Source: an optimization exercise on an open RTL-to-GDS flow (aim: small area, a short achievable clock period and few clock cycles). Production flows keep margins and buffers that such runs may drop. Where RTL was checked, it was by simulation tests only, not by an equivalence proof against the original. Power figures rest on the tool's default switching activity, not on a simulated workload.

==> flow/design.v (excerpt) <==
module execution (
	input  logic                     CLK,
	input  logic                     reset,
	input  logic [154:0]             issue,
	input  logic                     issue_req,
	output logic                     issue_ack,
	output logic [119:0]             result,
	output logic                     result_valid
);
Size in the first run: about 3700 cells after synthesis, ~460 flip-flops, ~280 I/O pins, ~0.035 mm2 of cells after synthesis.
clock: 10.0 ns
lec_check: 0
abc_clock_period_in_ps: 3000
cap_margin: 20
core_margin: 2
core_utilization: 55
setup_slack_margin: 5
slew_margin: 20
synth_hierarchical: 1
synth_minimum_keep_size: 0
run.sh (not shown) runs the stock make flow with config.mk's settings and CLKGATE_MAP_FILE= SYNTH_SCRIPT=/design/flow/synth_recipe.tcl, a recipe that flattens the netlist after the stock synthesis.
The baseline finished with timing, DRC and antenna clean.
Rerun with:
SYNTH_HIERARCHICAL = not set   (was 1)
SYNTH_MINIMUM_KEEP_SIZE = not set   (was 0)
Global-route usage goes down by 0.69 points.
Core utilization came out lower by 0.71 points.
Via count stays flat.
Area after synthesis stays flat.
Final cell count goes down by 0.69%.
Function was not checked in any run of this note: the RTL went through the layout flow alone.

---

== alpha ==
Another version of the RTL of execution (not shown whole).
For scale: roughly 500 flip-flops, ~280 I/O pins.
clock: 10.0 ns
lec_check: 0
abc_clock_period_in_ps: 3000
cap_margin: 20
core_margin: 2
core_utilization: 70
setup_slack_margin: 5
slew_margin: 20
synth_hierarchical: 1
synth_minimum_keep_size: 0
standard.sh (not shown) runs the stock make flow with config.mk's settings and CLKGATE_MAP_FILE= SYNTH_SCRIPT=/design/flow/synth_recipe.tcl, a recipe that flattens the netlist after the stock synthesis.
==> flow/flow/run.sh <==
#!/bin/bash
# The standard flow's own layout (standard.sh) with two changes: the repair steps aim for a
# 6.7 ns setup margin instead of 5, and the port buffers are buf_2 cells.
set -euo pipefail
s=$(cat standard.sh)
s=${s//SETUP_SLACK_MARGIN=5/SETUP_SLACK_MARGIN=6.7}
s=${s//'"${@:-finish}"'/'"BUFFER_PORTS_ARGS=-buffer_cell sky130_fd_sc_hd__buf_2" "${@:-finish}"'}
printf '%s\n' "$s" > own_standard.sh
bash own_standard.sh > layout.log 2>&1
The flow did not stop early for alpha: all stages ran, and the layout cleared the timing, design-rule and antenna checks.
Testbench counts of alpha, summed over its fixed seeds: cycles 11,756.
> inputs changed (alpha -> beta)
==> flow/flow/run.sh <==
#!/bin/bash
# The standard flow's own layout (standard.sh) with two changes: the repair steps aim for a
# 6.5 ns setup margin instead of 5, and the port buffers are buf_2 cells.
set -euo pipefail
s=$(cat standard.sh)
s=${s//SETUP_SLACK_MARGIN=5/SETUP_SLACK_MARGIN=6.5}
s=${s//'"${@:-finish}"'/'"BUFFER_PORTS_ARGS=-buffer_cell sky130_fd_sc_hd__buf_2" "${@:-finish}"'}
printf '%s\n' "$s" > own_standard.sh
bash own_standard.sh > layout.log 2>&1
Notes after the runs:
alpha -> beta: sequential cell count delta 0, exact match. Changes observed in beta relative to alpha: number of non-filler instances in the completed layout decreased by 54 relative to the old numbers, worst setup slack increased by 0.27 ns relative to the old numbers, wire length reported by the detailed router decreased by about 9% relative to the old numbers.
Changes in gamma relative to beta:
Settings: SYNTH_HIERARCHICAL: 1 -> unset; SYNTH_MINIMUM_KEEP_SIZE: 0 -> unset.
==> flow/flow/run.sh <==
#!/bin/bash
# The standard flow's own layout (standard.sh) with two changes: the repair steps aim for a
# 6.3 ns setup margin instead of 5, and the port buffers are buf_2 cells.
set -euo pipefail
s=$(cat standard.sh)
s=${s//SETUP_SLACK_MARGIN=5/SETUP_SLACK_MARGIN=6.3}
s=${s//'"${@:-finish}"'/'"BUFFER_PORTS_ARGS=-buffer_cell sky130_fd_sc_hd__buf_2" "${@:-finish}"'}
printf '%s\n' "$s" > own_standard.sh
bash own_standard.sh > layout.log 2>&1
==> comparison <==
When gamma is set beside beta, its largest fanout of any net on the critical path turns out to be about 17% smaller.
gamma vs. beta: buffer and inverter count on the worst path rose by 1; met3 track utilization from global routing has increased; routed via count lower; number of nets in the final layout went down 7.1%.
On gamma: met2 usage is 6.0 points higher than what beta gave.
Where worst ir drop on vdd is concerned, beta is outperformed by gamma.
Area added between synthesis and finish: gamma and beta compared, lower one is beta
Changes observed in gamma relative to beta: total power lost 6.0%, critical path depth higher, first-pass GRT wire length -2.7%.
--- input diff gamma..delta ---
Settings: SYNTH_HIERARCHICAL: unset -> 1; SYNTH_MINIMUM_KEEP_SIZE: unset -> 0.
Notes after the runs:
- The flow did not stop early for delta: all stages ran, and the layout cleared the timing, design-rule and antenna checks.
- Changes observed in delta relative to gamma: wire length lower; global-route wire length before repair lower; synthesized cell area higher.
- Looking at most common library cell in the layout ignoring fill and taps, the sky130_fd_sc_hd__inv_1 result is from delta; the sky130_fd_sc_hd__dfxtp_1 one comes from gamma.
- The cell at the slowest stage of the critical path comes out sky130_fd_sc_hd__o32a_1 in one run and sky130_fd_sc_hd__a211oi_4 in the other, namely in gamma and delta respectively.
- For gamma, the timing startpoint of the critical path was cap_b[2], unlike delta, where it was fpu_inst.lc[5].
- Looking at routed length on met2, delta sits below gamma.
- Changes observed in delta relative to gamma: via count now larger, proportion of synthesized area in mux cells now larger.

---

Setup of job 5725:
Another version of the RTL of execution (not shown whole).
Size: roughly 4300 cells after synthesis, ~280 I/O pins, about 0.040 mm² of cells after synthesis.
## execution
module execution (
	input  logic                     CLK,
	input  logic                     reset,
	input  logic [154:0]             issue,
	input  logic                     issue_req,
	output logic                     issue_ack,
	output logic [119:0]             result,
	output logic                     result_valid
);
clock: 10.0 ns
lec_check: 0
abc_clock_period_in_ps: 3000
cap_margin: 20
core_margin: 2
core_utilization: 70
cts_buf_list: sky130_fd_sc_hd__clkbuf_8
setup_slack_margin: 5
slew_margin: 20
synth_hierarchical: 1
synth_minimum_keep_size: 0
==> flow/flow/run.sh <==
#!/bin/bash
# The standard flow's own layout (standard.sh) with two changes: the repair steps aim for a
# 6 ns setup margin instead of 5, and the port buffers are buf_2 cells.
set -euo pipefail
s=$(cat standard.sh)
s=${s//SETUP_SLACK_MARGIN=5/SETUP_SLACK_MARGIN=6}
s=${s//'"${@:-finish}"'/'"BUFFER_PORTS_ARGS=-buffer_cell sky130_fd_sc_hd__buf_2" "${@:-finish}"'}
printf '%s\n' "$s" > own_standard.sh
bash own_standard.sh > layout.log 2>&1
Testbench counts of job 5725, summed over its fixed seeds: cycles 11,756.
Setup changes, job 5725 to job 9573
# job 5725
export LEC_CHECK = 0
export ABC_CLOCK_PERIOD_IN_PS = 3000
export CAP_MARGIN = 20
export CORE_MARGIN = 2
export CORE_UTILIZATION = 70
export CTS_BUF_LIST = sky130_fd_sc_hd__clkbuf_8
export SETUP_SLACK_MARGIN = 5
export SLEW_MARGIN = 20
export SYNTH_HIERARCHICAL = 1
export SYNTH_MINIMUM_KEEP_SIZE = 0
create_clock -name core_clock -period 10.0 [get_ports {CLK}]
# job 9573
export LEC_CHECK = 0
export ABC_CLOCK_PERIOD_IN_PS = 3000
export CAP_MARGIN = 20
export CORE_MARGIN = 2
export CORE_UTILIZATION = 70
export SETUP_SLACK_MARGIN = 5
export SLEW_MARGIN = 20
export SYNTH_HIERARCHICAL = 1
export SYNTH_MINIMUM_KEEP_SIZE = 0
create_clock -name core_clock -period 10.0 [get_ports {CLK}]
==> flow/flow/run.sh <==
#!/bin/bash
# The standard flow's own layout (standard.sh) with two changes: the repair steps aim for a
# 6.3 ns setup margin instead of 5, and the port buffers are buf_2 cells.
set -euo pipefail
s=$(cat standard.sh)
s=${s//SETUP_SLACK_MARGIN=5/SETUP_SLACK_MARGIN=6.3}
s=${s//'"${@:-finish}"'/'"BUFFER_PORTS_ARGS=-buffer_cell sky130_fd_sc_hd__buf_2" "${@:-finish}"'}
printf '%s\n' "$s" > own_standard.sh
bash own_standard.sh > layout.log 2>&1
Critical path capture point = alu_r[27]: job 5725; critical path capture point = alu_r[30]: job 9573
Going from job 5725 to job 9573, part of the power in combinational logic rose by 0.7 points, relative area of clock buffers and inverters in the final design did not really move.
Diff job 5725 and job 9573: switching share of power lower in job 9573
Diff job 5725 -> job 9573: buffering overhead moved up, delay contributed by the slowest stage of the critical path moved down.
On number of cells upsized or downsized after cts, the higher figure sits with job 9573, not job 5725.
--- input diff job 9573..job 4386 ---
==> flow/flow/run.sh <==
#!/bin/bash
# The standard flow's own layout (standard.sh) with two changes: the repair steps aim for a
# 6.6 ns setup margin instead of 5, and the port buffers are buf_2 cells.
set -euo pipefail
s=$(cat standard.sh)
s=${s//SETUP_SLACK_MARGIN=5/SETUP_SLACK_MARGIN=6.6}
s=${s//'"${@:-finish}"'/'"BUFFER_PORTS_ARGS=-buffer_cell sky130_fd_sc_hd__buf_2" "${@:-finish}"'}
printf '%s\n' "$s" > own_standard.sh
bash own_standard.sh > layout.log 2>&1
Diff job 9573 -> job 4386 | area taken by multi-input logic gates | up by a few percent. Delta (job 4386 minus job 9573): via count went up by 2.9%; clock network fraction of total power went down by 0.7 points. As of job 4386, switching power summed over all nets had risen by more than 10% compared to job 9573. Routed wire length of job 4386 exceeds that of job 9573 by a few percent. Launching element of the worst setup path = cap_b[3]: job 9573; launching element of the worst setup path = fpu_inst.mc[9]: job 4386. Job 4386 ends up with a combinational fraction of design power that is 2.6 points higher than in job 9573. What job 9573 reported for clock buffer instance count of the final layout has to be multiplied by 0.932 to get the figure for job 4386. Average vias per placed instance ends up lower on job 9573.

---

Another version of the RTL of execution (not shown whole).
Size in the first run: ~4100 cells after synthesis, about 0.039 sq mm of cells after synthesis.
Design execution, start of the top module:
module execution (
	input  logic                     CLK,
	input  logic                     reset,
	input  logic [154:0]             issue,
	input  logic                     issue_req,
	output logic                     issue_ack,
	output logic [119:0]             result,
	output logic                     result_valid
);
==> flow/config.mk <==
export PLATFORM = sky130hd
export DESIGN_NAME = execution
export DESIGN_NICKNAME = execution
export VERILOG_FILES = /design/flow/design.v
export SDC_FILE = /design/flow/constraint.sdc
export NUM_CORES = 4
export LEC_CHECK = 0
export ABC_CLOCK_PERIOD_IN_PS = 3000
export CAP_MARGIN = 20
export CORE_MARGIN = 2
export CORE_UTILIZATION = 55
export SETUP_SLACK_MARGIN = 5
export SLEW_MARGIN = 20
export SYNTH_HIERARCHICAL = 1
export SYNTH_MINIMUM_KEEP_SIZE = 0
==> flow/constraint.sdc <==
create_clock -name core_clock -period 10.0 [get_ports {CLK}]
set_input_delay 2.0000 -clock core_clock [delete_from_list [all_inputs] [get_ports {CLK}]]
set_output_delay 2.0000 -clock core_clock [all_outputs]
set_load 0.01 [all_outputs]
==> flow/flow/run.sh <==
#!/bin/bash
# The standard flow's own layout (standard.sh) with two changes: the repair steps aim for a
# 6 ns setup margin instead of 5, and the port buffers are buf_2 cells.
set -euo pipefail
s=$(cat standard.sh)
s=${s//SETUP_SLACK_MARGIN=5/SETUP_SLACK_MARGIN=6}
s=${s//'"${@:-finish}"'/'"BUFFER_PORTS_ARGS=-buffer_cell sky130_fd_sc_hd__buf_2" "${@:-finish}"'}
printf '%s\n' "$s" > own_standard.sh
bash own_standard.sh > layout.log 2>&1
==> next run, changes <==
==> flow/flow/run.sh (replaced) <==
#!/bin/bash
# The standard flow's own layout (standard.sh) with two changes: the repair steps aim for a
# 5.5 ns setup margin instead of 5, and the port buffers are buf_2 cells.
set -euo pipefail
s=$(cat standard.sh)
s=${s//SETUP_SLACK_MARGIN=5/SETUP_SLACK_MARGIN=5.5}
s=${s//'"${@:-finish}"'/'"BUFFER_PORTS_ARGS=-buffer_cell sky130_fd_sc_hd__buf_2" "${@:-finish}"'}
printf '%s\n' "$s" > own_standard.sh
bash own_standard.sh > layout.log 2>&1
What happened: The new run finished clean; design area came out lower by 1.4%; count of clock-buffer cells in the layout came out higher by 2; core utilization came out lower by 0.89 points; total power came out lower by 2.6%; setup slack is worse by 0.18 ns; wire length came out lower by 0.53%; final cell count came out lower by 0.79%.
==> next run, changes <==
==> flow/flow/run.sh (replaced) <==
#!/bin/bash
# The standard flow's own layout (standard.sh), with the repair steps aiming for a larger setup margin.
set -euo pipefail
sed -e 's/SETUP_SLACK_MARGIN=[-0-9.]*/SETUP_SLACK_MARGIN=6/' standard.sh > own_standard.sh
bash own_standard.sh > layout.log 2>&1
Settings changed: CORE_UTILIZATION 55 to 70.
Result: Total power grows by 4.1%. Die area drops by 21%. Via count went up by 7.3%. Setup slack is better by 0.32 ns. Synthesized area does not change. Count of clock-buffer cells in the layout went down by 5. First-iteration DRC count rises by 38%. Worst hold slack gets better by 0.0040 ns. Final area rises by 3.8%. Register-to-register slack gets better by 0.32 ns.
==> next run, changes <==
Settings changed: CORE_UTILIZATION 70 to 55.
Result: The changed run finished with timing, DRC and antenna clean; power falls by 2.2%; worst hold slack is about the same; wire length falls by 4.5%; non-clock buffer count decreases by 5; via count shrinks by about 6%; utilization came out lower by 17 points; first-iteration DRC count decreases by 25%; clock-buffer cell count grows by 3; clock skew barely changes.
==> next run, changes <==
==> flow/flow/run.sh (replaced) <==
#!/bin/bash
# The standard flow's own layout (standard.sh) with two changes: the repair steps aim for a
# 6.5 ns setup margin instead of 5, and the port buffers are buf_2 cells.
set -euo pipefail
s=$(cat standard.sh)
s=${s//SETUP_SLACK_MARGIN=5/SETUP_SLACK_MARGIN=6.5}
s=${s//'"${@:-finish}"'/'"BUFFER_PORTS_ARGS=-buffer_cell sky130_fd_sc_hd__buf_2" "${@:-finish}"'}
printf '%s\n' "$s" > own_standard.sh
bash own_standard.sh > layout.log 2>&1
=> Total power climbs by a few percent. Cell area is higher slightly. Worst hold slack is about the same. Routed wire length rose by a few percent. Via count goes up slightly. Setup slack improves by 0.032 ns.
==> next run, changes <==
==> flow/flow/run.sh (replaced) <==
#!/bin/bash
# The standard flow's own layout (standard.sh) with two changes: the repair steps aim for a
# 6 ns setup margin instead of 5, and the port buffers are buf_2 cells.
set -euo pipefail
s=$(cat standard.sh)
s=${s//SETUP_SLACK_MARGIN=5/SETUP_SLACK_MARGIN=6}
s=${s//'"${@:-finish}"'/'"BUFFER_PORTS_ARGS=-buffer_cell sky130_fd_sc_hd__buf_2" "${@:-finish}"'}
printf '%s\n' "$s" > own_standard.sh
bash own_standard.sh > layout.log 2>&1
Settings changed: CORE_UTILIZATION 55 to 70.
Result: Design area shrinks by 4.3%. Combinational power decreases by 7.1%. Via count is higher by 1.5%.
No functional check of the RTL was part of any run of this note.

-- re-timing with driven ports --
The results above use ideal ports. As a check the final layouts listed here were re-extracted and re-timed, cells and wires unchanged.
Step 1 sets driving cells, clkbuf_16 on the clock port and buf_2 on the other inputs (assumed; they add their load-dependent delay and slew).
Step 2 moves the port delays by t, midway between the first and last clock arrival at a register: inputs arrive t later, outputs are due t later. That takes back most of the time a late clock gives input paths.
Three values: no drivers, after step 1, after step 2; two values: the first two.
run | shift t [ns] | slack for setup (ns) | latest minus earliest clock arrival (ns) | pins driven straight from the clock port
the first run of note 1 | 0.685 | 5.072 / 5.072 / 4.710 | 0.021 / 0.021 | 1
the second run of note 1 | 0.677 | 5.074 / 5.074 / 4.880 | 0.025 / 0.025 | 1
alpha | 0.690 | 6.192 / 6.192 / 5.978 | 0.034 / 0.035 | 1
beta | 0.709 | 6.458 / 6.458 / 5.992 | 0.051 / 0.050 | 1
gamma | 0.684 | 6.156 / 6.156 / 5.492 | 0.050 / 0.050 | 1
delta | 0.703 | 6.321 / 6.321 / 5.738 | 0.060 / 0.060 | 1
job 5725 | 0.797 | 6.039 / 6.039 / 5.379 | 0.072 / 0.073 | 1
job 9573 | 0.697 | 6.297 / 6.298 / 5.812 | 0.040 / 0.039 | 1
job 4386 | 0.686 | 6.066 / 6.066 / 5.949 | 0.031 / 0.032 | 1
the first run of note 4 | 0.698 | 5.837 / 5.837 / 5.499 | 0.023 / 0.022 | 1
the second run of note 4 | 0.704 | 5.655 / 5.655 / 5.324 | 0.053 / 0.053 | 1
the third run of note 4 | 0.684 | 5.979 / 5.979 / 5.420 | 0.026 / 0.025 | 1
the fourth run of note 4 | 0.699 | 5.869 / 5.869 / 5.532 | 0.026 / 0.025 | 1
the fifth run of note 4 | 0.702 | 5.901 / 5.901 / 5.901 | 0.042 / 0.042 | 1
the sixth run of note 4 | 0.691 | 5.888 / 5.888 / 5.523 | 0.031 / 0.032 | 1
After both steps every run listed still meets setup and hold. The setup slack of gamma, which loses most, moves by 0.000 ns with the drivers and by -0.664 ns with both steps.
